This is an optimization exercise on Yosys and OpenROAD, whose aim is small area, not a production implementation.
The RTL was checked by simulation tests, not by an equivalence proof against the original design.

## flow/config.mk

```make
export PLATFORM = sky130hd
export DESIGN_NAME = systolic_mm_array
export DESIGN_NICKNAME = systolic_mm_array
export VERILOG_FILES = /design/flow/design.v
export SDC_FILE = /design/flow/constraint.sdc
export NUM_CORES = 4
export LEC_CHECK = 0
export CAP_MARGIN = 20
export CORE_MARGIN = 2
export CORE_UTILIZATION = 36
export CTS_BUF_LIST = sky130_fd_sc_hd__clkbuf_8
export CTS_CLUSTER_DIAMETER = 60
export CTS_CLUSTER_SIZE = 16
export PLACE_DENSITY = 0.5
export SLEW_MARGIN = 20
export SYNTH_HIERARCHICAL = 1
```

## flow/constraint.sdc

```tcl
create_clock -name core_clock -period 7.0 [get_ports {clk}]
set_input_delay 1.4000 -clock core_clock [delete_from_list [all_inputs] [get_ports {clk}]]
set_output_delay 1.4000 -clock core_clock [all_outputs]
set_load 0.01 [all_outputs]
```

## flow/design.v

```verilog
`default_nettype none
package systolic_pkg;
  typedef enum logic [1:0] {
    IDLE  = 2'd0,
    LOAD  = 2'd1,
    RUN   = 2'd2,
    DRAIN = 2'd3
  } state_t;
  function automatic int lat(input int n);
    lat = 2 * n;
  endfunction
  function automatic int cnt_w(input int n);
    cnt_w = $clog2(2 * n + 1);
  endfunction
endpackage
`default_nettype wire
`default_nettype none
module systolic_pe_lo (
  input  wire [31:0] a,       
  input  wire [17:0] as,      
  input  wire [47:0] sel,     
  output wire [15:0] y
);
  wire [63:0] g0;
  systolic_sel u_sel0 (.sel(sel[23:0]), .x(a[7:0]), .y(a[15:8]), .g(g0));
  wire [63:0] g1;
  systolic_sel u_sel1 (.sel(sel[47:24]), .x(a[23:16]), .y(a[31:24]), .g(g1));
  wire p1 = ~(~((sel[2] | as[0]) & g0[0]));
  wire p2 = ~(~((sel[2] | as[1]) & g0[1]));
  wire p3 = ~(~((sel[2] | as[2]) & g0[2]));
  wire p4 = ~(~((sel[2] | as[3]) & g0[3]));
  wire p5 = ~(~((sel[2] | as[4]) & g0[4]));
  wire p6 = ~(~((sel[2] | as[5]) & g0[5]));
  wire p7 = ~(~((sel[2] | as[6]) & g0[6]));
  wire p8 = ~(~((sel[2] | as[7]) & g0[7]));
  wire p9 = ~(~(sel[2] | as[8]));
  wire p10 = ~(~((sel[5] | as[0]) & g0[8]));
  wire p11 = ~(~((sel[5] | as[1]) & g0[9]));
  wire p12 = ~(~((sel[5] | as[2]) & g0[10]));
  wire p13 = ~(~((sel[5] | as[3]) & g0[11]));
  wire p14 = ~(~((sel[5] | as[4]) & g0[12]));
  wire p15 = ~(~((sel[5] | as[5]) & g0[13]));
  wire p16 = ~(~((sel[5] | as[6]) & g0[14]));
  wire p17 = ~(~((sel[5] | as[7]) & g0[15]));
  wire p18 = ~(~(sel[5] | as[8]));
  wire p19 = ~(~((sel[8] | as[0]) & g0[16]));
  wire p20 = ~(~((sel[8] | as[1]) & g0[17]));
  wire p21 = ~(~((sel[8] | as[2]) & g0[18]));
  wire p22 = ~(~((sel[8] | as[3]) & g0[19]));
  wire p23 = ~(~((sel[8] | as[4]) & g0[20]));
  wire p24 = ~(~((sel[8] | as[5]) & g0[21]));
  wire p25 = ~(~((sel[8] | as[6]) & g0[22]));
  wire p26 = ~(~((sel[8] | as[7]) & g0[23]));
  wire p27 = ~(~(sel[8] | as[8]));
  wire p28 = ~(~((sel[11] | as[0]) & g0[24]));
  wire p29 = ~(~((sel[11] | as[1]) & g0[25]));
  wire p30 = ~(~((sel[11] | as[2]) & g0[26]));
  wire p31 = ~(~((sel[11] | as[3]) & g0[27]));
  wire p32 = ~(~((sel[11] | as[4]) & g0[28]));
  wire p33 = ~(~((sel[11] | as[5]) & g0[29]));
  wire p34 = ~(~((sel[11] | as[6]) & g0[30]));
  wire p35 = ~(~((sel[11] | as[7]) & g0[31]));
  wire p36 = ~(~(sel[11] | as[8]));
  wire p37 = ~(~((sel[14] | as[0]) & g0[32]));
  wire p38 = ~(~((sel[14] | as[1]) & g0[33]));
  wire p39 = ~(~((sel[14] | as[2]) & g0[34]));
  wire p40 = ~(~((sel[14] | as[3]) & g0[35]));
  wire p41 = ~(~((sel[14] | as[4]) & g0[36]));
  wire p42 = ~(~((sel[14] | as[5]) & g0[37]));
  wire p43 = ~(~((sel[14] | as[6]) & g0[38]));
  wire p44 = ~(~((sel[14] | as[7]) & g0[39]));
  wire p45 = ~(~(sel[14] | as[8]));
  wire p46 = ~(~((sel[17] | as[0]) & g0[40]));
  wire p47 = ~(~((sel[17] | as[1]) & g0[41]));
  wire p48 = ~(~((sel[17] | as[2]) & g0[42]));
  wire p49 = ~(~((sel[17] | as[3]) & g0[43]));
  wire p50 = ~(~((sel[17] | as[4]) & g0[44]));
  wire p51 = ~(~((sel[17] | as[5]) & g0[45]));
  wire p52 = ~(~((sel[17] | as[6]) & g0[46]));
  wire p53 = ~(~((sel[17] | as[7]) & g0[47]));
  wire p54 = ~(~(sel[17] | as[8]));
  wire p55 = ~(~((sel[20] | as[0]) & g0[48]));
  wire p56 = ~(~((sel[20] | as[1]) & g0[49]));
  wire p57 = ~(~((sel[20] | as[2]) & g0[50]));
  wire p58 = ~(~((sel[20] | as[3]) & g0[51]));
  wire p59 = ~(~((sel[20] | as[4]) & g0[52]));
  wire p60 = ~(~((sel[20] | as[5]) & g0[53]));
  wire p61 = ~(~((sel[20] | as[6]) & g0[54]));
  wire p62 = ~(~((sel[20] | as[7]) & g0[55]));
  wire p63 = ~(~(sel[20] | as[8]));
  wire p64 = ~(~((sel[23] | as[0]) & g0[56]));
  wire p65 = ~(~((sel[23] | as[1]) & g0[57]));
  wire p66 = ~(~((sel[23] | as[2]) & g0[58]));
  wire p67 = ~(~((sel[23] | as[3]) & g0[59]));
  wire p68 = ~(~((sel[23] | as[4]) & g0[60]));
  wire p69 = ~(~((sel[23] | as[5]) & g0[61]));
  wire p70 = ~(~((sel[23] | as[6]) & g0[62]));
  wire p71 = ~(~((sel[23] | as[7]) & g0[63]));
  wire p72 = ~(~(sel[23] | as[8]));
  wire p73 = ~(~((sel[26] | as[9]) & g1[0]));
  wire p74 = ~(~((sel[26] | as[10]) & g1[1]));
  wire p75 = ~(~((sel[26] | as[11]) & g1[2]));
  wire p76 = ~(~((sel[26] | as[12]) & g1[3]));
  wire p77 = ~(~((sel[26] | as[13]) & g1[4]));
  wire p78 = ~(~((sel[26] | as[14]) & g1[5]));
  wire p79 = ~(~((sel[26] | as[15]) & g1[6]));
  wire p80 = ~(~((sel[26] | as[16]) & g1[7]));
  wire p81 = ~(~(sel[26] | as[17]));
  wire p82 = ~(~((sel[29] | as[9]) & g1[8]));
  wire p83 = ~(~((sel[29] | as[10]) & g1[9]));
  wire p84 = ~(~((sel[29] | as[11]) & g1[10]));
  wire p85 = ~(~((sel[29] | as[12]) & g1[11]));
  wire p86 = ~(~((sel[29] | as[13]) & g1[12]));
  wire p87 = ~(~((sel[29] | as[14]) & g1[13]));
  wire p88 = ~(~((sel[29] | as[15]) & g1[14]));
  wire p89 = ~(~((sel[29] | as[16]) & g1[15]));
  wire p90 = ~(~(sel[29] | as[17]));
  wire p91 = ~(~((sel[32] | as[9]) & g1[16]));
  wire p92 = ~(~((sel[32] | as[10]) & g1[17]));
  wire p93 = ~(~((sel[32] | as[11]) & g1[18]));
  wire p94 = ~(~((sel[32] | as[12]) & g1[19]));
  wire p95 = ~(~((sel[32] | as[13]) & g1[20]));
  wire p96 = ~(~((sel[32] | as[14]) & g1[21]));
  wire p97 = ~(~((sel[32] | as[15]) & g1[22]));
  wire p98 = ~(~((sel[32] | as[16]) & g1[23]));
  wire p99 = ~(~(sel[32] | as[17]));
  wire p100 = ~(~((sel[35] | as[9]) & g1[24]));
  wire p101 = ~(~((sel[35] | as[10]) & g1[25]));
  wire p102 = ~(~((sel[35] | as[11]) & g1[26]));
  wire p103 = ~(~((sel[35] | as[12]) & g1[27]));
  wire p104 = ~(~((sel[35] | as[13]) & g1[28]));
  wire p105 = ~(~((sel[35] | as[14]) & g1[29]));
  wire p106 = ~(~((sel[35] | as[15]) & g1[30]));
  wire p107 = ~(~((sel[35] | as[16]) & g1[31]));
  wire p108 = ~(~(sel[35] | as[17]));
  wire p109 = ~(~((sel[38] | as[9]) & g1[32]));
  wire p110 = ~(~((sel[38] | as[10]) & g1[33]));
  wire p111 = ~(~((sel[38] | as[11]) & g1[34]));
  wire p112 = ~(~((sel[38] | as[12]) & g1[35]));
  wire p113 = ~(~((sel[38] | as[13]) & g1[36]));
  wire p114 = ~(~((sel[38] | as[14]) & g1[37]));
  wire p115 = ~(~((sel[38] | as[15]) & g1[38]));
  wire p116 = ~(~((sel[38] | as[16]) & g1[39]));
  wire p117 = ~(~(sel[38] | as[17]));
  wire p118 = ~(~((sel[41] | as[9]) & g1[40]));
  wire p119 = ~(~((sel[41] | as[10]) & g1[41]));
  wire p120 = ~(~((sel[41] | as[11]) & g1[42]));
  wire p121 = ~(~((sel[41] | as[12]) & g1[43]));
  wire p122 = ~(~((sel[41] | as[13]) & g1[44]));
  wire p123 = ~(~((sel[41] | as[14]) & g1[45]));
  wire p124 = ~(~((sel[41] | as[15]) & g1[46]));
  wire p125 = ~(~((sel[41] | as[16]) & g1[47]));
  wire p126 = ~(~(sel[41] | as[17]));
  wire p127 = ~(~((sel[44] | as[9]) & g1[48]));
  wire p128 = ~(~((sel[44] | as[10]) & g1[49]));
  wire p129 = ~(~((sel[44] | as[11]) & g1[50]));
  wire p130 = ~(~((sel[44] | as[12]) & g1[51]));
  wire p131 = ~(~((sel[44] | as[13]) & g1[52]));
  wire p132 = ~(~((sel[44] | as[14]) & g1[53]));
  wire p133 = ~(~((sel[44] | as[15]) & g1[54]));
  wire p134 = ~(~((sel[44] | as[16]) & g1[55]));
  wire p135 = ~(~(sel[44] | as[17]));
  wire p136 = ~(~((sel[47] | as[9]) & g1[56]));
  wire p137 = ~(~((sel[47] | as[10]) & g1[57]));
  wire p138 = ~(~((sel[47] | as[11]) & g1[58]));
  wire p139 = ~(~((sel[47] | as[12]) & g1[59]));
  wire p140 = ~(~((sel[47] | as[13]) & g1[60]));
  wire p141 = ~(~((sel[47] | as[14]) & g1[61]));
  wire p142 = ~(~((sel[47] | as[15]) & g1[62]));
  wire p143 = ~(~((sel[47] | as[16]) & g1[63]));
  wire p144 = ~(~(sel[47] | as[17]));
  wire s145, c145;
  assign {c145, s145} = p2 + p10 + p74;
  wire s146, c146;
  assign {c146, s146} = p3 + p11 + p19;
  wire s147, c147;
  assign {c147, s147} = p75 + p83 + p91;
  wire s148, c148;
  assign {c148, s148} = c145 + s146 + s147;
  wire s149, c149;
  assign {c149, s149} = p4 + p12 + p20;
  wire s150, c150;
  assign {c150, s150} = p28 + p76 + p84;
  wire s151, c151;
  assign {c151, s151} = p92 + p100 + c146;
  wire s152, c152;
  assign {c152, s152} = c147 + s149 + s150;
  wire s153, c153;
  assign {c153, s153} = c148 + s151 + s152;
  wire s154, c154;
  assign {c154, s154} = p5 + p13 + p21;
  wire s155, c155;
  assign {c155, s155} = p29 + p37 + p77;
  wire s156, c156;
  assign {c156, s156} = p85 + p93 + p101;
  wire s157, c157;
  assign {c157, s157} = p109 + c149 + c150;
  wire s158, c158;
  assign {c158, s158} = s154 + s155 + s156;
  wire s159, c159;
  assign {c159, s159} = c151 + c152 + s157;
  wire s160, c160;
  assign {c160, s160} = s158 + s159 + c153;
  wire s161, c161;
  assign {c161, s161} = p6 + p14 + p22;
  wire s162, c162;
  assign {c162, s162} = p30 + p38 + p46;
  wire s163, c163;
  assign {c163, s163} = p78 + p86 + p94;
  wire s164, c164;
  assign {c164, s164} = p102 + p110 + p118;
  wire s165, c165;
  assign {c165, s165} = c154 + c155 + c156;
  wire s166, c166;
  assign {c166, s166} = s161 + s162 + s163;
  wire s167, c167;
  assign {c167, s167} = s164 + c157 + c158;
  wire s168, c168;
  assign {c168, s168} = s165 + s166 + c159;
  wire s169, c169;
  assign {c169, s169} = s167 + s168 + c160;
  wire s170, c170;
  assign {c170, s170} = p7 + p15 + p23;
  wire s171, c171;
  assign {c171, s171} = p31 + p39 + p47;
  wire s172, c172;
  assign {c172, s172} = p55 + p79 + p87;
  wire s173, c173;
  assign {c173, s173} = p95 + p103 + p111;
  wire s174, c174;
  assign {c174, s174} = p119 + p127 + c161;
  wire s175, c175;
  assign {c175, s175} = c162 + c163 + c164;
  wire s176, c176;
  assign {c176, s176} = s170 + s171 + s172;
  wire s177, c177;
  assign {c177, s177} = s173 + c165 + c166;
  wire s178, c178;
  assign {c178, s178} = s175 + s174 + s176;
  wire s179, c179;
  assign {c179, s179} = c167 + s177 + s178;
  wire s180, c180;
  assign {c180, s180} = c168 + s179 + c169;
  wire s181, c181;
  assign {c181, s181} = p8 + p16 + p24;
  wire s182, c182;
  assign {c182, s182} = p32 + p40 + p48;
  wire s183, c183;
  assign {c183, s183} = p56 + p64 + p80;
  wire s184, c184;
  assign {c184, s184} = p88 + p96 + p104;
  wire s185, c185;
  assign {c185, s185} = p112 + p120 + p128;
  wire s186, c186;
  assign {c186, s186} = p136 + c170 + c171;
  wire s187, c187;
  assign {c187, s187} = c172 + c173 + s181;
  wire s188, c188;
  assign {c188, s188} = s182 + s183 + s184;
  wire s189, c189;
  assign {c189, s189} = s185 + c175 + c174;
  wire s190, c190;
  assign {c190, s190} = c176 + s186 + s188;
  wire s191, c191;
  assign {c191, s191} = s187 + c177 + s189;
  wire s192, c192;
  assign {c192, s192} = c178 + s190 + s191;
  wire s193, c193;
  assign {c193, s193} = c179 + s192 + c180;
  wire s194, c194;
  assign {c194, s194} = p9 + p17 + p25;
  wire s195, c195;
  assign {c195, s195} = p33 + p41 + p49;
  wire s196, c196;
  assign {c196, s196} = p57 + p65 + p81;
  wire s197, c197;
  assign {c197, s197} = p89 + p97 + p105;
  wire s198, c198;
  assign {c198, s198} = p113 + p121 + p129;
  wire s199, c199;
  assign {c199, s199} = p137 + c181 + c182;
  wire s200, c200;
  assign {c200, s200} = c183 + c184 + c185;
  wire s201, c201;
  assign {c201, s201} = s194 + s195 + s196;
  wire s202, c202;
  assign {c202, s202} = s197 + s198 + c186;
  wire s203, c203;
  assign {c203, s203} = c188 + c187 + s200;
  wire s204, c204;
  assign {c204, s204} = s199 + s201 + c189;
  wire s205, c205;
  assign {c205, s205} = s202 + s203 + c190;
  wire s206, c206;
  assign {c206, s206} = c191 + s204 + s205;
  wire s207, c207;
  assign {c207, s207} = c192 + s206 + c193;
  wire s208, c208;
  assign {c208, s208} = p18 + p26 + p34;
  wire s209, c209;
  assign {c209, s209} = p42 + p50 + p58;
  wire s210, c210;
  assign {c210, s210} = p66 + p90 + p98;
  wire s211, c211;
  assign {c211, s211} = p106 + p114 + p122;
  wire s212, c212;
  assign {c212, s212} = p130 + p138 + c194;
  wire s213, c213;
  assign {c213, s213} = c195 + c196 + c197;
  wire s214, c214;
  assign {c214, s214} = c198 + s208 + s209;
  wire s215, c215;
  assign {c215, s215} = s210 + s211 + c200;
  wire s216, c216;
  assign {c216, s216} = c199 + c201 + s213;
  wire s217, c217;
  assign {c217, s217} = s212 + s214 + c202;
  wire s218, c218;
  assign {c218, s218} = c203 + s215 + s216;
  wire s219, c219;
  assign {c219, s219} = c204 + s217 + c205;
  wire s220, c220;
  assign {c220, s220} = s218 + c206 + s219;
  wire s221, c221;
  assign {c221, s221} = p27 + p35 + p43;
  wire s222, c222;
  assign {c222, s222} = p51 + p59 + p67;
  wire s223, c223;
  assign {c223, s223} = p99 + p107 + p115;
  wire s224, c224;
  assign {c224, s224} = p123 + p131 + p139;
  wire s225, c225;
  assign {c225, s225} = c208 + c209 + c210;
  wire s226, c226;
  assign {c226, s226} = c211 + s221 + s222;
  wire s227, c227;
  assign {c227, s227} = s223 + s224 + c213;
  wire s228, c228;
  assign {c228, s228} = c212 + s225 + c214;
  wire s229, c229;
  assign {c229, s229} = s226 + c215 + s227;
  wire s230, c230;
  assign {c230, s230} = c216 + s228 + c217;
  wire s231, c231;
  assign {c231, s231} = c218 + s229 + s230;
  wire s232, c232;
  assign {c232, s232} = c219 + s231 + c220;
  wire s233, c233;
  assign {c233, s233} = p36 + p44 + p52;
  wire s234, c234;
  assign {c234, s234} = p60 + p68 + p108;
  wire s235, c235;
  assign {c235, s235} = p116 + p124 + p132;
  wire s236, c236;
  assign {c236, s236} = p140 + c221 + c222;
  wire s237, c237;
  assign {c237, s237} = c223 + c224 + s233;
  wire s238, c238;
  assign {c238, s238} = s234 + s235 + c225;
  wire s239, c239;
  assign {c239, s239} = c226 + s236 + s237;
  wire s240, c240;
  assign {c240, s240} = c227 + s238 + c228;
  wire s241, c241;
  assign {c241, s241} = s239 + c229 + s240;
  wire s242, c242;
  assign {c242, s242} = c230 + s241 + c231;
  wire s243, c243;
  assign {c243, s243} = p45 + p53 + p61;
  wire s244, c244;
  assign {c244, s244} = p69 + p117 + p125;
  wire s245, c245;
  assign {c245, s245} = p133 + p141 + c233;
  wire s246, c246;
  assign {c246, s246} = c234 + c235 + s243;
  wire s247, c247;
  assign {c247, s247} = s244 + c236 + c237;
  wire s248, c248;
  assign {c248, s248} = s245 + s246 + c238;
  wire s249, c249;
  assign {c249, s249} = s247 + c239 + c240;
  wire s250, c250;
  assign {c250, s250} = s248 + s249 + c241;
  wire s251, c251;
  assign {c251, s251} = p54 + p62 + p70;
  wire s252, c252;
  assign {c252, s252} = p126 + p134 + p142;
  wire s253, c253;
  assign {c253, s253} = c243 + c244 + s251;
  wire s254, c254;
  assign {c254, s254} = s252 + c245 + c246;
  wire s255, c255;
  assign {c255, s255} = s253 + c247 + s254;
  wire s256, c256;
  assign {c256, s256} = c248 + s255 + c249;
  wire s257, c257;
  assign {c257, s257} = p63 + p71 + p135;
  wire s258, c258;
  assign {c258, s258} = p143 + c251 + c252;
  wire s259, c259;
  assign {c259, s259} = s257 + c253 + s258;
  wire s260, c260;
  assign {c260, s260} = c254 + s259 + c255;
  wire s261 = p72 ^ p144 ^ c257;
  wire s262 = c258 ^ s261 ^ c259;
  wire [15:0] hi = {~s262, ~s260, ~c250, ~s250, ~s242, ~s232, ~s220, ~s207, ~s193, ~s180, ~s169, ~s160, ~s153, ~s148, ~p82, ~p1} + {~c260, ~c256, ~s256, ~c242, ~c232, 1'b0, ~c207, 1'b0, 1'b0, 1'b0, 1'b0, 1'b0, 1'b0, 1'b0, ~s145, ~p73};
  assign y = {hi};
endmodule
module systolic_pe (
  input  wire [31:0] a,       
  input  wire [17:0] as,      
  input  wire [47:0] sel,     
  input  wire [15:0] addend,
  output wire [15:0] y
);
  wire n1 = ~addend[0];
  wire n2 = ~addend[1];
  wire n3 = ~addend[2];
  wire n4 = ~addend[3];
  wire n5 = ~addend[4];
  wire n6 = ~addend[5];
  wire n7 = ~addend[6];
  wire n8 = ~addend[7];
  wire n9 = ~addend[8];
  wire n10 = ~addend[9];
  wire n11 = ~addend[10];
  wire n12 = ~addend[11];
  wire n13 = ~addend[12];
  wire n14 = ~addend[13];
  wire n15 = ~addend[14];
  wire n16 = ~addend[15];
  wire [63:0] g0;
  systolic_sel u_sel0 (.sel(sel[23:0]), .x(a[7:0]), .y(a[15:8]), .g(g0));
  wire [63:0] g1;
  systolic_sel u_sel1 (.sel(sel[47:24]), .x(a[23:16]), .y(a[31:24]), .g(g1));
  wire p17 = ~(~((sel[2] | as[0]) & g0[0]));
  wire p18 = ~(~((sel[2] | as[1]) & g0[1]));
  wire p19 = ~(~((sel[2] | as[2]) & g0[2]));
  wire p20 = ~(~((sel[2] | as[3]) & g0[3]));
  wire p21 = ~(~((sel[2] | as[4]) & g0[4]));
  wire p22 = ~(~((sel[2] | as[5]) & g0[5]));
  wire p23 = ~(~((sel[2] | as[6]) & g0[6]));
  wire p24 = ~(~((sel[2] | as[7]) & g0[7]));
  wire p25 = ~(~(sel[2] | as[8]));
  wire p26 = ~(~((sel[5] | as[0]) & g0[8]));
  wire p27 = ~(~((sel[5] | as[1]) & g0[9]));
  wire p28 = ~(~((sel[5] | as[2]) & g0[10]));
  wire p29 = ~(~((sel[5] | as[3]) & g0[11]));
  wire p30 = ~(~((sel[5] | as[4]) & g0[12]));
  wire p31 = ~(~((sel[5] | as[5]) & g0[13]));
  wire p32 = ~(~((sel[5] | as[6]) & g0[14]));
  wire p33 = ~(~((sel[5] | as[7]) & g0[15]));
  wire p34 = ~(~(sel[5] | as[8]));
  wire p35 = ~(~((sel[8] | as[0]) & g0[16]));
  wire p36 = ~(~((sel[8] | as[1]) & g0[17]));
  wire p37 = ~(~((sel[8] | as[2]) & g0[18]));
  wire p38 = ~(~((sel[8] | as[3]) & g0[19]));
  wire p39 = ~(~((sel[8] | as[4]) & g0[20]));
  wire p40 = ~(~((sel[8] | as[5]) & g0[21]));
  wire p41 = ~(~((sel[8] | as[6]) & g0[22]));
  wire p42 = ~(~((sel[8] | as[7]) & g0[23]));
  wire p43 = ~(~(sel[8] | as[8]));
  wire p44 = ~(~((sel[11] | as[0]) & g0[24]));
  wire p45 = ~(~((sel[11] | as[1]) & g0[25]));
  wire p46 = ~(~((sel[11] | as[2]) & g0[26]));
  wire p47 = ~(~((sel[11] | as[3]) & g0[27]));
  wire p48 = ~(~((sel[11] | as[4]) & g0[28]));
  wire p49 = ~(~((sel[11] | as[5]) & g0[29]));
  wire p50 = ~(~((sel[11] | as[6]) & g0[30]));
  wire p51 = ~(~((sel[11] | as[7]) & g0[31]));
  wire p52 = ~(~(sel[11] | as[8]));
  wire p53 = ~(~((sel[14] | as[0]) & g0[32]));
  wire p54 = ~(~((sel[14] | as[1]) & g0[33]));
  wire p55 = ~(~((sel[14] | as[2]) & g0[34]));
  wire p56 = ~(~((sel[14] | as[3]) & g0[35]));
  wire p57 = ~(~((sel[14] | as[4]) & g0[36]));
  wire p58 = ~(~((sel[14] | as[5]) & g0[37]));
  wire p59 = ~(~((sel[14] | as[6]) & g0[38]));
  wire p60 = ~(~((sel[14] | as[7]) & g0[39]));
  wire p61 = ~(~(sel[14] | as[8]));
  wire p62 = ~(~((sel[17] | as[0]) & g0[40]));
  wire p63 = ~(~((sel[17] | as[1]) & g0[41]));
  wire p64 = ~(~((sel[17] | as[2]) & g0[42]));
  wire p65 = ~(~((sel[17] | as[3]) & g0[43]));
  wire p66 = ~(~((sel[17] | as[4]) & g0[44]));
  wire p67 = ~(~((sel[17] | as[5]) & g0[45]));
  wire p68 = ~(~((sel[17] | as[6]) & g0[46]));
  wire p69 = ~(~((sel[17] | as[7]) & g0[47]));
  wire p70 = ~(~(sel[17] | as[8]));
  wire p71 = ~(~((sel[20] | as[0]) & g0[48]));
  wire p72 = ~(~((sel[20] | as[1]) & g0[49]));
  wire p73 = ~(~((sel[20] | as[2]) & g0[50]));
  wire p74 = ~(~((sel[20] | as[3]) & g0[51]));
  wire p75 = ~(~((sel[20] | as[4]) & g0[52]));
  wire p76 = ~(~((sel[20] | as[5]) & g0[53]));
  wire p77 = ~(~((sel[20] | as[6]) & g0[54]));
  wire p78 = ~(~((sel[20] | as[7]) & g0[55]));
  wire p79 = ~(~(sel[20] | as[8]));
  wire p80 = ~(~((sel[23] | as[0]) & g0[56]));
  wire p81 = ~(~((sel[23] | as[1]) & g0[57]));
  wire p82 = ~(~((sel[23] | as[2]) & g0[58]));
  wire p83 = ~(~((sel[23] | as[3]) & g0[59]));
  wire p84 = ~(~((sel[23] | as[4]) & g0[60]));
  wire p85 = ~(~((sel[23] | as[5]) & g0[61]));
  wire p86 = ~(~((sel[23] | as[6]) & g0[62]));
  wire p87 = ~(~((sel[23] | as[7]) & g0[63]));
  wire p88 = ~(~(sel[23] | as[8]));
  wire p89 = ~(~((sel[26] | as[9]) & g1[0]));
  wire p90 = ~(~((sel[26] | as[10]) & g1[1]));
  wire p91 = ~(~((sel[26] | as[11]) & g1[2]));
  wire p92 = ~(~((sel[26] | as[12]) & g1[3]));
  wire p93 = ~(~((sel[26] | as[13]) & g1[4]));
  wire p94 = ~(~((sel[26] | as[14]) & g1[5]));
  wire p95 = ~(~((sel[26] | as[15]) & g1[6]));
  wire p96 = ~(~((sel[26] | as[16]) & g1[7]));
  wire p97 = ~(~(sel[26] | as[17]));
  wire p98 = ~(~((sel[29] | as[9]) & g1[8]));
  wire p99 = ~(~((sel[29] | as[10]) & g1[9]));
  wire p100 = ~(~((sel[29] | as[11]) & g1[10]));
  wire p101 = ~(~((sel[29] | as[12]) & g1[11]));
  wire p102 = ~(~((sel[29] | as[13]) & g1[12]));
  wire p103 = ~(~((sel[29] | as[14]) & g1[13]));
  wire p104 = ~(~((sel[29] | as[15]) & g1[14]));
  wire p105 = ~(~((sel[29] | as[16]) & g1[15]));
  wire p106 = ~(~(sel[29] | as[17]));
  wire p107 = ~(~((sel[32] | as[9]) & g1[16]));
  wire p108 = ~(~((sel[32] | as[10]) & g1[17]));
  wire p109 = ~(~((sel[32] | as[11]) & g1[18]));
  wire p110 = ~(~((sel[32] | as[12]) & g1[19]));
  wire p111 = ~(~((sel[32] | as[13]) & g1[20]));
  wire p112 = ~(~((sel[32] | as[14]) & g1[21]));
  wire p113 = ~(~((sel[32] | as[15]) & g1[22]));
  wire p114 = ~(~((sel[32] | as[16]) & g1[23]));
  wire p115 = ~(~(sel[32] | as[17]));
  wire p116 = ~(~((sel[35] | as[9]) & g1[24]));
  wire p117 = ~(~((sel[35] | as[10]) & g1[25]));
  wire p118 = ~(~((sel[35] | as[11]) & g1[26]));
  wire p119 = ~(~((sel[35] | as[12]) & g1[27]));
  wire p120 = ~(~((sel[35] | as[13]) & g1[28]));
  wire p121 = ~(~((sel[35] | as[14]) & g1[29]));
  wire p122 = ~(~((sel[35] | as[15]) & g1[30]));
  wire p123 = ~(~((sel[35] | as[16]) & g1[31]));
  wire p124 = ~(~(sel[35] | as[17]));
  wire p125 = ~(~((sel[38] | as[9]) & g1[32]));
  wire p126 = ~(~((sel[38] | as[10]) & g1[33]));
  wire p127 = ~(~((sel[38] | as[11]) & g1[34]));
  wire p128 = ~(~((sel[38] | as[12]) & g1[35]));
  wire p129 = ~(~((sel[38] | as[13]) & g1[36]));
  wire p130 = ~(~((sel[38] | as[14]) & g1[37]));
  wire p131 = ~(~((sel[38] | as[15]) & g1[38]));
  wire p132 = ~(~((sel[38] | as[16]) & g1[39]));
  wire p133 = ~(~(sel[38] | as[17]));
  wire p134 = ~(~((sel[41] | as[9]) & g1[40]));
  wire p135 = ~(~((sel[41] | as[10]) & g1[41]));
  wire p136 = ~(~((sel[41] | as[11]) & g1[42]));
  wire p137 = ~(~((sel[41] | as[12]) & g1[43]));
  wire p138 = ~(~((sel[41] | as[13]) & g1[44]));
  wire p139 = ~(~((sel[41] | as[14]) & g1[45]));
  wire p140 = ~(~((sel[41] | as[15]) & g1[46]));
  wire p141 = ~(~((sel[41] | as[16]) & g1[47]));
  wire p142 = ~(~(sel[41] | as[17]));
  wire p143 = ~(~((sel[44] | as[9]) & g1[48]));
  wire p144 = ~(~((sel[44] | as[10]) & g1[49]));
  wire p145 = ~(~((sel[44] | as[11]) & g1[50]));
  wire p146 = ~(~((sel[44] | as[12]) & g1[51]));
  wire p147 = ~(~((sel[44] | as[13]) & g1[52]));
  wire p148 = ~(~((sel[44] | as[14]) & g1[53]));
  wire p149 = ~(~((sel[44] | as[15]) & g1[54]));
  wire p150 = ~(~((sel[44] | as[16]) & g1[55]));
  wire p151 = ~(~(sel[44] | as[17]));
  wire p152 = ~(~((sel[47] | as[9]) & g1[56]));
  wire p153 = ~(~((sel[47] | as[10]) & g1[57]));
  wire p154 = ~(~((sel[47] | as[11]) & g1[58]));
  wire p155 = ~(~((sel[47] | as[12]) & g1[59]));
  wire p156 = ~(~((sel[47] | as[13]) & g1[60]));
  wire p157 = ~(~((sel[47] | as[14]) & g1[61]));
  wire p158 = ~(~((sel[47] | as[15]) & g1[62]));
  wire p159 = ~(~((sel[47] | as[16]) & g1[63]));
  wire p160 = ~(~(sel[47] | as[17]));
  wire s161, c161;
  assign {c161, s161} = n1 + p17 + p89;
  wire s162, c162;
  assign {c162, s162} = n2 + p18 + p26;
  wire s163, c163;
  assign {c163, s163} = p90 + p98 + c161;
  wire s164, c164;
  assign {c164, s164} = n3 + p19 + p27;
  wire s165, c165;
  assign {c165, s165} = p35 + p91 + p99;
  wire s166, c166;
  assign {c166, s166} = p107 + c162 + s164;
  wire s167, c167;
  assign {c167, s167} = s165 + c163 + s166;
  wire s168, c168;
  assign {c168, s168} = n4 + p20 + p28;
  wire s169, c169;
  assign {c169, s169} = p36 + p44 + p92;
  wire s170, c170;
  assign {c170, s170} = p100 + p108 + p116;
  wire s171, c171;
  assign {c171, s171} = c164 + c165 + s168;
  wire s172, c172;
  assign {c172, s172} = s169 + s170 + c166;
  wire s173, c173;
  assign {c173, s173} = s171 + s172 + c167;
  wire s174, c174;
  assign {c174, s174} = n5 + p21 + p29;
  wire s175, c175;
  assign {c175, s175} = p37 + p45 + p53;
  wire s176, c176;
  assign {c176, s176} = p93 + p101 + p109;
  wire s177, c177;
  assign {c177, s177} = p117 + p125 + c168;
  wire s178, c178;
  assign {c178, s178} = c169 + c170 + s174;
  wire s179, c179;
  assign {c179, s179} = s175 + s176 + c171;
  wire s180, c180;
  assign {c180, s180} = s177 + s178 + c172;
  wire s181, c181;
  assign {c181, s181} = s179 + s180 + c173;
  wire s182, c182;
  assign {c182, s182} = n6 + p22 + p30;
  wire s183, c183;
  assign {c183, s183} = p38 + p46 + p54;
  wire s184, c184;
  assign {c184, s184} = p62 + p94 + p102;
  wire s185, c185;
  assign {c185, s185} = p110 + p118 + p126;
  wire s186, c186;
  assign {c186, s186} = p134 + c174 + c175;
  wire s187, c187;
  assign {c187, s187} = c176 + s182 + s183;
  wire s188, c188;
  assign {c188, s188} = s184 + s185 + c177;
  wire s189, c189;
  assign {c189, s189} = c178 + s186 + s187;
  wire s190, c190;
  assign {c190, s190} = c179 + s188 + s189;
  wire s191, c191;
  assign {c191, s191} = c180 + s190 + c181;
  wire s192, c192;
  assign {c192, s192} = n7 + p23 + p31;
  wire s193, c193;
  assign {c193, s193} = p39 + p47 + p55;
  wire s194, c194;
  assign {c194, s194} = p63 + p71 + p95;
  wire s195, c195;
  assign {c195, s195} = p103 + p111 + p119;
  wire s196, c196;
  assign {c196, s196} = p127 + p135 + p143;
  wire s197, c197;
  assign {c197, s197} = c182 + c183 + c184;
  wire s198, c198;
  assign {c198, s198} = c185 + s192 + s193;
  wire s199, c199;
  assign {c199, s199} = s194 + s195 + s196;
  wire s200, c200;
  assign {c200, s200} = c186 + s197 + c187;
  wire s201, c201;
  assign {c201, s201} = s199 + s198 + c188;
  wire s202, c202;
  assign {c202, s202} = s200 + c189 + s201;
  wire s203, c203;
  assign {c203, s203} = c190 + s202 + c191;
  wire s204, c204;
  assign {c204, s204} = n8 + p24 + p32;
  wire s205, c205;
  assign {c205, s205} = p40 + p48 + p56;
  wire s206, c206;
  assign {c206, s206} = p64 + p72 + p80;
  wire s207, c207;
  assign {c207, s207} = p96 + p104 + p112;
  wire s208, c208;
  assign {c208, s208} = p120 + p128 + p136;
  wire s209, c209;
  assign {c209, s209} = p144 + p152 + c192;
  wire s210, c210;
  assign {c210, s210} = c193 + c194 + c195;
  wire s211, c211;
  assign {c211, s211} = c196 + s204 + s205;
  wire s212, c212;
  assign {c212, s212} = s206 + s207 + s208;
  wire s213, c213;
  assign {c213, s213} = c197 + s210 + c199;
  wire s214, c214;
  assign {c214, s214} = c198 + s209 + s212;
  wire s215, c215;
  assign {c215, s215} = s211 + c200 + s213;
  wire s216, c216;
  assign {c216, s216} = s214 + c201 + s215;
  wire s217, c217;
  assign {c217, s217} = c202 + s216 + c203;
  wire s218, c218;
  assign {c218, s218} = n9 + p25 + p33;
  wire s219, c219;
  assign {c219, s219} = p41 + p49 + p57;
  wire s220, c220;
  assign {c220, s220} = p65 + p73 + p81;
  wire s221, c221;
  assign {c221, s221} = p97 + p105 + p113;
  wire s222, c222;
  assign {c222, s222} = p121 + p129 + p137;
  wire s223, c223;
  assign {c223, s223} = p145 + p153 + c204;
  wire s224, c224;
  assign {c224, s224} = c205 + c206 + c207;
  wire s225, c225;
  assign {c225, s225} = c208 + s218 + s219;
  wire s226, c226;
  assign {c226, s226} = s220 + s221 + s222;
  wire s227, c227;
  assign {c227, s227} = c210 + c209 + s224;
  wire s228, c228;
  assign {c228, s228} = c212 + c211 + s223;
  wire s229, c229;
  assign {c229, s229} = s226 + s225 + c213;
  wire s230, c230;
  assign {c230, s230} = s227 + s228 + c214;
  wire s231, c231;
  assign {c231, s231} = s229 + c215 + s230;
  wire s232, c232;
  assign {c232, s232} = c216 + s231 + c217;
  wire s233, c233;
  assign {c233, s233} = n10 + p34 + p42;
  wire s234, c234;
  assign {c234, s234} = p50 + p58 + p66;
  wire s235, c235;
  assign {c235, s235} = p74 + p82 + p106;
  wire s236, c236;
  assign {c236, s236} = p114 + p122 + p130;
  wire s237, c237;
  assign {c237, s237} = p138 + p146 + p154;
  wire s238, c238;
  assign {c238, s238} = c218 + c219 + c220;
  wire s239, c239;
  assign {c239, s239} = c221 + c222 + s233;
  wire s240, c240;
  assign {c240, s240} = s234 + s235 + s236;
  wire s241, c241;
  assign {c241, s241} = s237 + c224 + c223;
  wire s242, c242;
  assign {c242, s242} = s238 + c226 + c225;
  wire s243, c243;
  assign {c243, s243} = s240 + s239 + c227;
  wire s244, c244;
  assign {c244, s244} = c228 + s241 + s242;
  wire s245, c245;
  assign {c245, s245} = c229 + s243 + c230;
  wire s246, c246;
  assign {c246, s246} = s244 + c231 + s245;
  wire s247, c247;
  assign {c247, s247} = n11 + p43 + p51;
  wire s248, c248;
  assign {c248, s248} = p59 + p67 + p75;
  wire s249, c249;
  assign {c249, s249} = p83 + p115 + p123;
  wire s250, c250;
  assign {c250, s250} = p131 + p139 + p147;
  wire s251, c251;
  assign {c251, s251} = p155 + c233 + c234;
  wire s252, c252;
  assign {c252, s252} = c235 + c236 + c237;
  wire s253, c253;
  assign {c253, s253} = s247 + s248 + s249;
  wire s254, c254;
  assign {c254, s254} = s250 + c238 + c240;
  wire s255, c255;
  assign {c255, s255} = s252 + c239 + s251;
  wire s256, c256;
  assign {c256, s256} = s253 + c241 + c242;
  wire s257, c257;
  assign {c257, s257} = s255 + s254 + c243;
  wire s258, c258;
  assign {c258, s258} = s256 + c244 + s257;
  wire s259, c259;
  assign {c259, s259} = c245 + s258 + c246;
  wire s260, c260;
  assign {c260, s260} = n12 + p52 + p60;
  wire s261, c261;
  assign {c261, s261} = p68 + p76 + p84;
  wire s262, c262;
  assign {c262, s262} = p124 + p132 + p140;
  wire s263, c263;
  assign {c263, s263} = p148 + p156 + c247;
  wire s264, c264;
  assign {c264, s264} = c248 + c249 + c250;
  wire s265, c265;
  assign {c265, s265} = s260 + s261 + s262;
  wire s266, c266;
  assign {c266, s266} = c252 + c251 + c253;
  wire s267, c267;
  assign {c267, s267} = s264 + s263 + s265;
  wire s268, c268;
  assign {c268, s268} = c255 + c254 + s266;
  wire s269, c269;
  assign {c269, s269} = s267 + c256 + s268;
  wire s270, c270;
  assign {c270, s270} = c257 + s269 + c258;
  wire s271, c271;
  assign {c271, s271} = n13 + p61 + p69;
  wire s272, c272;
  assign {c272, s272} = p77 + p85 + p133;
  wire s273, c273;
  assign {c273, s273} = p141 + p149 + p157;
  wire s274, c274;
  assign {c274, s274} = c260 + c261 + c262;
  wire s275, c275;
  assign {c275, s275} = s271 + s272 + s273;
  wire s276, c276;
  assign {c276, s276} = c264 + c263 + c265;
  wire s277, c277;
  assign {c277, s277} = s274 + s275 + c266;
  wire s278, c278;
  assign {c278, s278} = s276 + c267 + s277;
  wire s279, c279;
  assign {c279, s279} = c268 + c269 + s278;
  wire s280, c280;
  assign {c280, s280} = n14 + p70 + p78;
  wire s281, c281;
  assign {c281, s281} = p86 + p142 + p150;
  wire s282, c282;
  assign {c282, s282} = p158 + c271 + c272;
  wire s283, c283;
  assign {c283, s283} = c273 + s280 + s281;
  wire s284, c284;
  assign {c284, s284} = c274 + c275 + s282;
  wire s285, c285;
  assign {c285, s285} = s283 + c276 + s284;
  wire s286, c286;
  assign {c286, s286} = c277 + s285 + c278;
  wire s287, c287;
  assign {c287, s287} = n15 + p79 + p87;
  wire s288, c288;
  assign {c288, s288} = p151 + p159 + c280;
  wire s289, c289;
  assign {c289, s289} = c281 + s287 + c282;
  wire s290, c290;
  assign {c290, s290} = c283 + s288 + c284;
  wire s291, c291;
  assign {c291, s291} = s289 + c285 + s290;
  wire s292 = n16 ^ p88 ^ p160;
  wire s293 = c287 ^ s292 ^ c288;
  wire s294 = c289 ^ s293 ^ c290;
  wire [15:0] hi = {~c291, ~s291, ~s286, ~s279, ~s270, ~s259, ~s246, ~s232, ~s217, ~s203, ~s191, ~s181, ~s173, ~s167, ~s162, ~s161} + {~s294, ~c286, ~c279, ~c270, ~c259, 1'b0, ~c232, 1'b0, 1'b0, 1'b0, 1'b0, 1'b0, 1'b0, 1'b0, ~s163, 1'b0};
  assign y = {hi};
endmodule
module systolic_sel (
  input  wire [23:0] sel,     
  input  wire [7:0]  x,       
  input  wire [7:0]  y,       
  output wire [63:0] g        
);
  for (genvar c = 0; c < 8; c++) begin : g_c
    for (genvar b = 0; b < 8; b++) begin : g_b
      assign g[8*c+b] = ~((x[b] & sel[3*c]) | (y[b] & sel[3*c+1]));
    end
  end
endmodule
`default_nettype wire
`default_nettype none
module systolic_mm_array
#(
  parameter int N      = 8,
  parameter int DATA_W = 8,
  parameter int ACC_W  = 16
) (
  input  logic                clk,
  input  logic                rst,
  input  logic                w_valid,
  output logic                w_ready,
  input  logic [N*DATA_W-1:0] w_data,
  input  logic                in_valid,
  output logic                in_ready,
  input  logic [N*DATA_W-1:0] a_in,
  output logic                out_valid,
  output logic [N*ACC_W-1:0]  y_out,
  output logic                busy
);
  localparam int LAT = systolic_pkg::lat(N);
  localparam int RW  = $clog2(N);
  systolic_pkg::state_t state, state_nxt;
  logic [RW-1:0]  row_cnt;
  logic [LAT-1:0] vpipe;
  logic           w_fire, in_fire;
  assign w_fire  = w_valid && w_ready;
  assign in_fire = in_valid && in_ready;
  always_ff @(posedge clk) begin
    if (rst) state <= systolic_pkg::IDLE;
    else     state <= state_nxt;
  end
  always_comb begin
    state_nxt = state;
    w_ready   = 1'b0;
    in_ready  = 1'b0;
    busy      = 1'b1;
    case (state)
      systolic_pkg::IDLE: begin
        w_ready = 1'b1;
        busy    = 1'b0;
        if (w_valid) state_nxt = systolic_pkg::LOAD;
      end
      systolic_pkg::LOAD: begin
        w_ready = 1'b1;
        if (w_valid && row_cnt == RW'(N-1)) state_nxt = systolic_pkg::RUN;
      end
      systolic_pkg::RUN: begin
        in_ready = 1'b1;
        if (w_valid) state_nxt = systolic_pkg::DRAIN;
      end
      systolic_pkg::DRAIN: begin
        if (vpipe == '0) state_nxt = systolic_pkg::IDLE;
      end
      default: state_nxt = systolic_pkg::IDLE;
    endcase
  end
  always_ff @(posedge clk) begin
    if (rst)         row_cnt <= '0;
    else if (w_fire) row_cnt <= row_cnt + RW'(1);
  end
  always_ff @(posedge clk) begin
    if (rst) begin
      vpipe     <= '0;
      out_valid <= 1'b0;
    end else begin
      vpipe     <= {vpipe[LAT-2:0], in_fire};
      out_valid <= vpipe[LAT-1];
    end
  end
  logic [N*DATA_W-1:0] w_q [N];
  for (genvar r = 0; r < N; r++) begin : g_w
    always_ff @(posedge clk)
      if (w_fire && row_cnt == RW'(r)) w_q[r] <= w_data;
  end
  logic [N*DATA_W-1:0] a_d [LAT-1];
  logic [2*(DATA_W+1)-1:0] a_s_lo, a_s_hi;
  logic [N/2*DATA_W-1:0]   a_hi;
  logic [N*ACC_W-1:0]      p_lo;
  always_ff @(posedge clk) begin
    a_d[0] <= a_in;
    for (int k = 1; k < LAT-1; k++) a_d[k] <= a_d[k-1];
    for (int p = 0; p < 2; p++) begin
      a_s_lo[p*(DATA_W+1) +: DATA_W+1] <= ~((DATA_W+1)'(a_d[LAT-3][(2*p)*DATA_W +: DATA_W])
                                        + (DATA_W+1)'(a_d[LAT-3][(2*p+1)*DATA_W +: DATA_W]));
      a_s_hi[p*(DATA_W+1) +: DATA_W+1] <= ~((DATA_W+1)'(a_d[LAT-2][(2*p+4)*DATA_W +: DATA_W])
                                        + (DATA_W+1)'(a_d[LAT-2][(2*p+5)*DATA_W +: DATA_W]));
    end
    a_hi <= a_d[LAT-2][N*DATA_W-1 : N/2*DATA_W];
  end
  logic [N*ACC_W-1:0] y_nxt, p_nxt;
  for (genvar j = 0; j < N; j++) begin : g_col
    logic [3*N*DATA_W/2-1:0] sel;
    for (genvar p = 0; p < N/2; p++) begin : g_p
      for (genvar c = 0; c < DATA_W; c++) begin : g_c
        logic u, v;
        assign u = w_q[2*p][j*DATA_W + c];
        assign v = w_q[2*p+1][j*DATA_W + c];
        assign sel[(p*DATA_W+c)*3 + 0] = u & ~v;
        assign sel[(p*DATA_W+c)*3 + 1] = ~u & v;
        assign sel[(p*DATA_W+c)*3 + 2] = ~(u & v);
      end
    end
    systolic_pe_lo u_lo (
      .a   (a_d[LAT-2][N/2*DATA_W-1:0]),
      .as  (a_s_lo),
      .sel (sel[3*N*DATA_W/4-1:0]),
      .y   (p_nxt[j*ACC_W +: ACC_W])
    );
    systolic_pe u_hi (
      .a      (a_hi),
      .as     (a_s_hi),
      .sel    (sel[3*N*DATA_W/2-1:3*N*DATA_W/4]),
      .addend (p_lo[j*ACC_W +: ACC_W]),
      .y      (y_nxt[j*ACC_W +: ACC_W])
    );
  end
  always_ff @(posedge clk) p_lo <= p_nxt;
  always_ff @(posedge clk) y_out <= y_nxt;
endmodule
`default_nettype wire
```

## flow/run.sh

```bash
#!/bin/bash
# synth_recipe.tcl (not shown) runs the flow's synth.tcl, then flattens the netlist and writes it again
# the make line also repeats each setting of config.mk as NAME=value (left out here)
make -C /OpenROAD-flow-scripts/flow DESIGN_CONFIG=/design/flow/config.mk WORK_HOME=/design/flow/orfs CLKGATE_MAP_FILE= SYNTH_SCRIPT=/design/flow/synth_recipe.tcl finish
```

==> impl_metrics.py, run 1 <==
metrics = {
    "yosys": {
        "synth-seq-cells": 1818,
        "postSynthAreaPerCell_um2": 11.5,
        "syn_inst": 11700,
        "synth_warnings": 11,
        "synth_edf_count": 512,
        "synth.area.top_cells": "fa_1 (30%), dfxtp_1 (19%), edfxtp_1 (11%), a22oi_1 (10%), o21ai_0 (6.2%)",
        "synth_seq_area_share_pct": 30.9,
        "synth_area_um2": 134000,
        "syn-num-nets": 14000,
        "ys_types": 55,
        "synth_ff_type": "dfxtp_1",
        "async_reset_ff_share_pct": 0,
        "synth.top_cell.area_share_pct": 29.6,
        "synth.largest_area_cell": "fa_1",
    },
    "detailed_routing": {
        "viasPerCell": 5.95,
        "drtAntennaViolNets": 0,
        "remaining_drc_errors": 0,
        "wl_per_cell_um": 30.7,
        "routed_wl_um": 516000,
        "vias": 100000,
        "drtIter0Drc": 13500,
        "drtPass1Iterations": 9,
    },
    "sta": {
        "fmax_mhz": 149,
        "period_share_pct": 95.6,
        "hold_viol": 0,
        "final_max_slew_viol_count": 0,
        "rsz0062_at_grt": "false",
        "worstMarginPinSlew_ns": 1.14,
        "fin_skew_ns": 0.132,
        "fin_crit_ns": 6.69,
        "fin_setup_tns_ns": 0,
        "max_slew_margin_pct": 23.8,
        "postLayoutSetupSlackWorst_ns": 0.306,
        "fin_hold_ws_ns": 0.229,
        "finalSetupViolCount": 0,
    },
    "worst_setup_path": {
        "crit_arrival_ns": 7.68,
        "r2r-end": "y_out[31]",
        "rr_startpoint": "w_q[5][8]",
        "endpoint_kind": "flop",
        "required_ns": 7.98,
        "path_max_fanout": 8,
        "reg2reg_slack_ns": 0.31,
        "reg2reg_depth": 17,
        "start_kind": "flop",
        "timing_worst_setup_path_type": "flop to flop",
    },
    "placed_design": {
        "place.port_buffers": 263,
        "hpwl_um": 388000,
        "place_congestion": 0.966,
        "place_ws_ns": 0.352,
    },
    "floorplan": {
        "fp.dieW_um": 615,
        "pin_count": 264,
        "rows": 224,
        "die_h_um": 615,
        "dieArea_um2": 378000,
        "core_area_um2": 372000,
        "start_util_pct": 36.1,
    },
    "clocking": {
        "cts_buffers": 207,
        "h-tree-depth": 4,
        "insertion_delay_ns": 1.15,
        "clkTransAtPathRegs_ns": 0.10,
        "cts_sinks": 1818,
        "clockBufferDepth": 4,
        "hold_buffers": 0,
        "cts_resized": 0,
        "cts_root_buf": "clkbuf_8",
        "cts_post_setup_buffers_inserted": 0,
        "cts_tree": "built",
    },
    "final_layout": {
        "drive_above_1_share_pct": 12.0,
        "seqCellArea_um2": 41700,
        "final_nets": 14000,
        "fillCellCount": 35900,
        "syn_to_final_growth_pct": 8.01,
        "multi_input_area_um2": 81700,
    },
    "grt": {
        "antenna_found_initial": 68,
        "grt_usage_pct": 26.7,
        "grt.overflow.total": 0,
        "grt_pass1_wl_um": 740000,
        "grt_pass1_vias": 103000,
        "grt_max_degree": 65,
    },
    "hold_path": {
        "hp-class": "flop to flop",
        "min_from": "a_d[8][25]",
        "hold_path_depth": 0,
        "holdPathEnd": "a_d[9][25]",
    },
    "job": {
        "maxCapViolCount": 0,
    },
    "run_status": {
        "status": "no timing/DRC/antenna violations",
    },
}
==> final cells by class <==
type / instances / share of cell area (%)
Tap cell: 4972 / 4.29
Clock inverter: 138 / 1.08
Multi-Input combinational cell: 8120 / 56.3
Sequential cell: 1818 / 28.7
Clock buffer: 213 / 2.02
Timing Repair Buffer: 824 / 5.70
Inverter: 713 / 1.84
Antenna cell: 25 / 0.0431
==> modules after synthesis (local to each module, per instance) <==
module             flip-flops and latches  cells inside  times used  area [um^2]
systolic_sel                            0            96          32          783
systolic_pe_lo                          0           360           8         3750
systolic_mm_array                    1818          2814           1        47400
systolic_pe                             0           367           8         3990
==> worst max-delay path, cell delays in order, from the launching register on <==
cell and delay [ns]:
edfxtp_1 0.41, nor2b_1 0.63, a22oi_2 0.16, o21ai_0 0.15, fa_1 0.49, fa_1 0.51
fa_1 0.43, fa_1 0.47, fa_1 0.46, fa_1 0.50, fa_1 0.45, fa_1 0.43
fa_1 0.41, ha_1 0.33, and3_1 0.21, a41oi_2 0.26, o21ai_2 0.10, xnor2_1 0.12
==> logic make-up after synthesis <==
kind of cell / synth area share, %
compound gates: 22.0
xor+xnor: 2.14
fa+ha+maj: 31.1
buf+inv: 8.32
flops: 30.9
mux: 0.00745
simple gates: 5.53
==> synthesized netlist by cell type, drive strengths merged, types with 9 or more instances <==
library cell / instances
edfxtp: 512
nand2: 303
a21o: 28
o21a: 385
dfxtp: 1306
nand4b: 16
o31ai: 9
and3b: 16
nand3: 48
buf: 1025
nor3: 14
clkbuf: 26
ha: 156
a22oi: 2048
fa: 1988
nor2b: 552
or2: 88
a21oi: 50
o21bai: 23
and4: 24
and3: 39
nor2: 195
xor2: 105
xnor2: 224
a41o: 16
inv: 713
nand2b: 11
o21ai: 1676
==> flip-flops by register name (all words and copies together) (netlist names) <==
| register | count |
|---|---|
| a_d | 960 |
| a_hi | 32 |
| a_s_hi | 18 |
| a_s_lo | 18 |
| out_valid | 1 |
| p_lo | 128 |
| row_cnt | 3 |
| state | 2 |
| vpipe | 16 |
| w_q | 512 |
| y_out | 128 |
==> how the worst max path moves through the flow <==
| stage | end | slack (ns) | cells after the start | from |
|---|---|---|---|---|
| global route | y_out[31] | 0.05 | 17 | w_q[5][8] |
| floorplan | w_q[7][0] | 0.64 | 2 | w_valid |
| finish | y_out[31] | 0.31 | 17 | w_q[5][8] |
| CTS | y_out[31] | 0.29 | 17 | w_q[5][8] |
| detailed placement | y_out[30] | 0.35 | 17 | w_q[5][8] |
| global placement | y_out[28] | 0.36 | 17 | w_q[5][8] |
==> per-layer routing <==
metal	part of all wire (%)	global-route usage, %	routed length, um
met5	0.016	0	80
met4	5.3	12.2	27100
met3	11	6.61	54400
met2	43	40.3	224000
met1	41	35.9	210000
==> metrics by stage <==
stage | cell area, um^2 | std cells | util (%)
2_1_floorplan | 134000 | 11700 | -
3_3_place_gp | 141000 | 16400 | 37.8
3_5_place_dp | 141000 | 16400 | 37.8
4_1_cts | 145000 | 16800 | 39.0
5_1_grt | 145000 | 16800 | 39.0
6_report | 145000 | 16800 | 39.0
==> placed cells by master, fill, tap and decap left out, types with 105 or more instances in the layout <==
master / Yosys / final
a22oi_2: 256 / 256
nand2_1: 303 / 303
nor2_1: 195 / 195
clkdlybuf4s50_1: 0 / 262
buf_4: 32 / 447
nor2b_1: 552 / 552
clkbuf_8: 0 / 213
fa_1: 1988 / 1988
xor2_1: 105 / 105
inv_1: 713 / 728
o21a_1: 385 / 385
edfxtp_1: 512 / 512
ha_1: 156 / 156
a22oi_1: 1792 / 1792
xnor2_1: 224 / 224
dfxtp_1: 1306 / 1206
buf_12: 0 / 113
o21ai_0: 1668 / 1668
==> run 2: changes to the inputs <==
--- a/flow/config.mk
+++ b/flow/config.mk
@@ -7,10 +7,10 @@
 export LEC_CHECK = 0
 export CAP_MARGIN = 20
 export CORE_MARGIN = 2
-export CORE_UTILIZATION = 36
-export CTS_BUF_LIST = sky130_fd_sc_hd__clkbuf_8
+export CORE_UTILIZATION = 28
+export CTS_BUF_LIST = sky130_fd_sc_hd__clkbuf_16
 export CTS_CLUSTER_DIAMETER = 60
 export CTS_CLUSTER_SIZE = 16
-export PLACE_DENSITY = 0.5
+export PLACE_DENSITY = 0.38
 export SLEW_MARGIN = 20
 export SYNTH_HIERARCHICAL = 1
==> impl_metrics.py, run 2 <==
metrics = {
    "final_layout": {
        "fin_cells": 18300,
        "largest_register_ffs": 960,
        "final_common_cell": "fa_1",
        "regMostFlops": "a_d",
        "final_cell_mix": "fa_1 (1988), a22oi_1 (1792), o21ai_0 (1668), dfxtp_1 (1206), inv_1 (740)",
        "fillCellCount": 48500,
        "design_area_um2": 150000,
        "drive_above_1_share_pct": 12.1,
        "syn_to_final_growth_pct": 11.4,
        "reg_top3": "a_d: 960 flops, w_q: 512 flops",
        "final_nets": 14000,
    },
    "sta": {
        "postLayoutSetupSlackWorst_ns": 0.389,
        "finalSetupViolCount": 0,
        "period_share_pct": 94.4,
        "worstMarginPinSlew_ns": 1.12,
        "fmax_mhz": 151,
        "rsz0062_at_grt": "false",
        "max_slew_margin_pct": 25.3,
        "fin_skew_ns": 0.0990,
        "fin_setup_tns_ns": 0,
        "fin_crit_ns": 6.61,
        "final_max_slew_viol_count": 0,
        "hold_viol": 0,
        "fin_hold_ws_ns": 0.293,
    },
    "yosys": {
        "synth_ff_type": "dfxtp_1",
        "synth_seq_area_share_pct": 30.9,
        "muxShareOfSynthArea_pct": 0.00745,
        "synth_adder_area_share_pct": 31.1,
        "synth_warnings": 11,
        "synth-xor-area-share_pct": 2.14,
        "synth_edf_count": 512,
        "synthSimpleGateAreaFrac_pct": 5.53,
        "async_reset_ff_share_pct": 0,
        "synth.largest_area_cell": "fa_1",
        "synth_common_cells": "fa_1 (1988), a22oi_1 (1792), o21ai_0 (1668)",
        "synth_area_um2": 134000,
        "syn-num-nets": 14000,
        "syn_inst": 11700,
        "synth-seq-cells": 1818,
        "synth.area.top_cells": "fa_1 (30%), dfxtp_1 (19%), edfxtp_1 (11%), a22oi_1 (10%), o21ai_0 (6.2%)",
        "synth_top_family_by_area": "adder cells",
        "synth_compound_area_share_pct": 22.0,
        "postSynthAreaPerCell_um2": 11.5,
        "synth.top_cell.area_share_pct": 29.6,
        "synth.most_common_cell": "fa_1",
        "ys_types": 55,
    },
    "worst_setup_path": {
        "required_ns": 7.87,
        "crit_arrival_ns": 7.48,
        "path_max_fanout": 8,
        "timing_worst_setup_path_type": "flop to flop",
        "start_kind": "flop",
        "cp_cell_sequence": "nor2b_1 -> a22oi_2 -> o21ai_0 -> fa_1 -> fa_1 -> fa_1 -> fa_1 -> fa_1 -> fa_1 -> fa_1 -> fa_1 -> fa_1 -> ha_1 -> and3_1 -> a41o_1 -> a21oi_2 -> xnor2_1",
        "cp_slowest_cell": "nor2b_1",
        "endpoint_kind": "flop",
        "path_common_cell": "fa_1",
        "max_stage_delay_ns": 0.61,
    },
    "grt": {
        "antenna_found_initial": 74,
        "grt_max_degree": 65,
        "grt_pass1_vias": 104000,
        "grt_pass1_wl_um": 788000,
        "grt_usage_pct": 22.4,
        "grt.overflow.total": 0,
    },
    "clocking": {
        "cts_buffers": 222,
        "cts_tree": "built",
        "cts_resized": 0,
        "h-tree-depth": 4,
        "insertion_delay_ns": 1.00,
        "clockBufferDepth": 4,
        "hold_buffers": 0,
        "clkTransAtPathRegs_ns": 0.07,
        "cts_sinks": 1818,
        "cts_root_buf": "clkbuf_16",
        "cts_post_setup_buffers_inserted": 0,
    },
    "hold_path": {
        "hp-class": "flop to flop",
    },
    "detailed_routing": {
        "vias": 98700,
        "wl_per_cell_um": 30.3,
        "remaining_drc_errors": 0,
        "drtIter0Drc": 10900,
        "drtAntennaViolNets": 0,
        "viasPerCell": 5.40,
        "routed_wl_um": 554000,
        "drtPass1Iterations": 7,
    },
    "floorplan": {
        "rows": 254,
        "fp.dieW_um": 697,
        "dieArea_um2": 486000,
        "pin_count": 264,
        "core_area_um2": 478000,
        "die_h_um": 697,
        "start_util_pct": 28.1,
    },
    "placed_design": {
        "place_ws_ns": 0.360,
        "placed_cells": 17900,
        "place.port_buffers": 263,
        "place_congestion": 0.930,
        "placed_cell_area_um2": 142000,
        "hpwl_um": 420000,
    },
    "run_status": {
        "status": "no timing/DRC/antenna violations",
    },
    "job": {
        "maxCapViolCount": 0,
    },
}
run 2: cell type report:
type	instances	area (um^2)	area share, %
diodes	36	90.1	0.0601
clock buffers	226	5660	3.78
clock inverters	165	1780	1.19
inverters	713	2680	1.79
multi-input cells	8120	81700	54.6
flip-flops and latches	1818	41700	27.8
well taps	6400	8010	5.35
repair buffers	814	8150	5.44
run 2: worst paths after layout:
check | start | endpoint | cells after the start | slack (ns)
worst min-delay path | a_d[10][18] | a_d[11][18] | 0 | 0.29
worst max-delay path | w_q[5][8] | y_out[30] | 17 | 0.39
worst max register to register | w_q[5][8] | y_out[30] | 17 | 0.39
worst min register to register | a_d[10][18] | a_d[11][18] | 0 | 0.29
run 2: logic make-up after synthesis:
group	Yosys count
fa+ha+maj	2144
xor+xnor	329
mux	1
buf+inv	1764
flops	1818
compound gates	4302
simple gates	1344
run 2: Yosys stat by module (local to each module, per instance):
| module | copies in the design | area [um^2] | flops+latches | cells inside |
|---|---|---|---|---|
| systolic_pe_lo | 8 | 3750 | 0 | 360 |
| systolic_pe | 8 | 3990 | 0 | 367 |
| systolic_mm_array | 1 | 47400 | 1818 | 2814 |
| systolic_sel | 32 | 783 | 0 | 96 |
run 2: stage by stage:
stage / utilization (%)
CTS: 31.3
detailed placement: 29.7
global route: 31.3
global placement: 29.7
finish: 31.3
floorplan: -
run 2: routing by layer:
metal | track usage (%) | routed length (um) | vias up | share of wire (%)
met1 | 30.4 | 236000 | 51000 | 43
met5 | 0.0297 | 97 | - | 0.018
met2 | 34.5 | 244000 | 5418 | 44
li1 | - | - | 41100 | -
met4 | 8.56 | 23600 | 16 | 4.3
met3 | 5.43 | 50000 | 1196 | 9.0
run 2: critical path: cells and delay by family, from the launching register on:
family	cells	cell delay, ns
adders and majority gates	10	4.48
and+or+nand+nor	2	0.81
AOI/OAI and AO/OA	4	0.69
DFF	1	0.40
xor gates and xnor gates	1	0.14
==> run 3: changes to the inputs <==
--- a/flow/config.mk
+++ b/flow/config.mk
@@ -8,9 +8,9 @@
 export CAP_MARGIN = 20
 export CORE_MARGIN = 2
 export CORE_UTILIZATION = 28
-export CTS_BUF_LIST = sky130_fd_sc_hd__clkbuf_16
-export CTS_CLUSTER_DIAMETER = 60
-export CTS_CLUSTER_SIZE = 16
+export CTS_BUF_LIST = sky130_fd_sc_hd__clkbuf_8
+export CTS_CLUSTER_DIAMETER = 50
+export CTS_CLUSTER_SIZE = 14
 export PLACE_DENSITY = 0.38
 export SLEW_MARGIN = 20
 export SYNTH_HIERARCHICAL = 1
==> impl_metrics.py, run 3 <==
metrics = {
    "run_status": {
        "status": "no timing/DRC/antenna violations",
    },
    "yosys": {
        "synth.top_cell.area_share_pct": 29.6,
        "synth.largest_area_cell": "fa_1",
        "synth_edf_count": 512,
        "synth_seq_area_share_pct": 30.9,
        "async_reset_ff_share_pct": 0,
        "syn_inst": 11700,
        "synth.most_common_cell": "fa_1",
        "synth_warnings": 11,
        "ys_types": 55,
        "synth-seq-cells": 1818,
        "postSynthAreaPerCell_um2": 11.5,
    },
    "worst_setup_path": {
        "crit_arrival_ns": 7.65,
        "required_ns": 8.00,
        "path_common_cell": "fa_1",
        "max_stage_delay_ns": 0.61,
        "timing_worst_setup_path_type": "flop to flop",
        "cp_cell_sequence": "nor2b_1 -> a22oi_2 -> o21ai_0 -> fa_1 -> fa_1 -> fa_1 -> fa_1 -> fa_1 -> fa_1 -> fa_1 -> fa_1 -> fa_1 -> ha_1 -> and3_1 -> a41o_1 -> a21oi_2 -> xnor2_1",
        "endpoint_kind": "flop",
    },
    "sta": {
        "max_slew_margin_pct": 24.3,
        "fin_crit_ns": 6.65,
        "postLayoutSetupSlackWorst_ns": 0.347,
        "fin_skew_ns": 0.0826,
        "hold_viol": 0,
    },
    "floorplan": {
        "start_util_pct": 28.1,
        "dieArea_um2": 486000,
        "fp.dieW_um": 697,
        "rows": 254,
    },
    "detailed_routing": {
        "routed_wl_um": 556000,
        "remaining_drc_errors": 0,
        "vias": 99100,
        "drtAntennaViolNets": 0,
        "drtPass1Iterations": 7,
        "wl_per_cell_um": 30.2,
    },
    "final_layout": {
        "final_cell_mix": "fa_1 (1988), a22oi_1 (1792), o21ai_0 (1668), dfxtp_1 (1206), inv_1 (737)",
        "final_common_cell": "fa_1",
        "fillCellCount": 48600,
        "syn_to_final_growth_pct": 10.5,
        "reg_top3": "a_d: 960 flops, w_q: 512 flops",
        "drive_above_1_share_pct": 12.9,
        "largest_register_ffs": 960,
        "final_nets": 14000,
        "seqCellArea_um2": 41700,
        "multi_input_area_um2": 81700,
    },
    "placed_design": {
        "place_congestion": 0.930,
        "place_ws_ns": 0.360,
        "hpwl_um": 420000,
        "place.port_buffers": 263,
    },
    "clocking": {
        "hold_buffers": 0,
        "cts_root_buf": "clkbuf_8",
        "cts_buffers": 278,
        "cts_post_setup_buffers_inserted": 0,
        "clkTransAtPathRegs_ns": 0.08,
        "cts_resized": 0,
        "cts_sinks": 1818,
        "clockBufferDepth": 4,
        "h-tree-depth": 5,
    },
    "job": {
        "maxCapViolCount": 0,
    },
    "hold_path": {
        "hp-class": "flop to flop",
    },
    "grt": {
        "grt_usage_pct": 22.5,
        "grt.overflow.total": 0,
        "grt_pass1_wl_um": 789000,
        "grt_pass1_vias": 105000,
    },
}
-- run 3: routing by layer --
metal	routed length [um]	vias up	part of all wire, %	global-route usage, %
li1	-	41200	-	-
met2	244000	5667	44	34.4
met3	50700	1190	9.1	5.47
met4	24500	24	4.4	8.99
met1	237000	51000	43	30.4
met5	154	-	0.028	0.0297
-- run 3: layout make-up --
class                   instances  area share [%]
diodes                         31          0.0522
clock buffers                 297            2.75
clock inverters               194            1.46
inverters                     713            1.80
multi-input cells            8120            55.0
flip-flops and latches       1818            28.1
well taps                    6400            5.39
repair buffers                814            5.48
-- run 3: kinds of logic (layout without fill, tap and decap cells) --
| group | after synthesis | after routing | synth area share (%) |
|---|---|---|---|
| adder cells (fa/ha/maj) | 2144 | 2144 | 31.1 |
| multiplexers | 1 | 1 | 0.00745 |
| other | 0 | 31 | 0 |
| XOR/XNOR | 329 | 329 | 2.14 |
| AO/OA/AOI/OAI | 4302 | 4302 | 22.0 |
| buffers and inverters | 1764 | 2018 | 8.32 |
| flip-flops | 1818 | 1818 | 30.9 |
| AND/OR/NAND/NOR | 1344 | 1344 | 5.53 |
-- run 3: per-stage QoR --
step / hold WS, ns / std cells / utilization, %
floorplan: 0.310 / 11700 / -
global placement: 0.310 / 17900 / 29.7
detailed placement: 0.312 / 17900 / 29.7
CTS: 0.271 / 18400 / 31.1
global route: 0.261 / 18400 / 31.1
finish: 0.278 / 18400 / 31.1
-- run 3: critical path, delay by kind of cell, from the launching register on --
kind                       cells  cell delay [ns]
adders and majority gates     10             4.49
and+or+nand+nor                2             0.81
AOI/OAI and AO/OA              4             0.69
DFF                            1             0.41
xor gates and xnor gates       1             0.14
-- run 3: path summary, 6_finish.rpt --
path | startpoint | end | slack, ns | cells past startpoint
max | w_q[5][8] | y_out[30] | 0.35 | 17
min | a_d[8][34] | a_d[9][34] | 0.28 | 0
max reg2reg | w_q[5][8] | y_out[30] | 0.35 | 17
min reg2reg | a_d[8][34] | a_d[9][34] | 0.28 | 0
-- run 3: per-module statistics from Yosys, one instance, submodules excluded --
module	cell area, um^2	cells
systolic_mm_array	47400	2814
systolic_pe	3990	367
systolic_pe_lo	3750	360
systolic_sel	783	96

afterwards: timing with drivers on the ports:
In the flow no input, the clock included, has a driving cell. The finished layouts below were timed again as built, in two steps. Step 1 (the two cells are an assumption about what drives the block):
set clk [get_ports {clk}]
set_driving_cell -lib_cell sky130_fd_sc_hd__clkbuf_16 $clk
set_driving_cell -lib_cell sky130_fd_sc_hd__buf_2 [delete_from_list [all_inputs] $clk]
Step 2, shift: input delay + t, output delay - t, t = (earliest + latest rising clock arrival at the registers) / 2. This alone moves slack from input paths to output paths. a / b / c = ideal ports / drivers / drivers and shift; a / b = the first two.
run	t (ns)	setup slack, ns	hold slack, ns	worst register clock-pin slew, ns	worst slew at a driven data input, ns
run 1	1.175	0.306 / 0.306 / 0.306	0.229 / 0.229 / 0.229	0.11 / 0.11	0.22
run 2	1.046	0.389 / 0.389 / 0.389	0.293 / 0.293 / 0.293	0.07 / 0.07	0.22
run 3	1.210	0.347 / 0.347 / 0.347	0.278 / 0.278 / 0.278	0.09 / 0.09	0.22
After both steps every run listed still meets setup and hold.
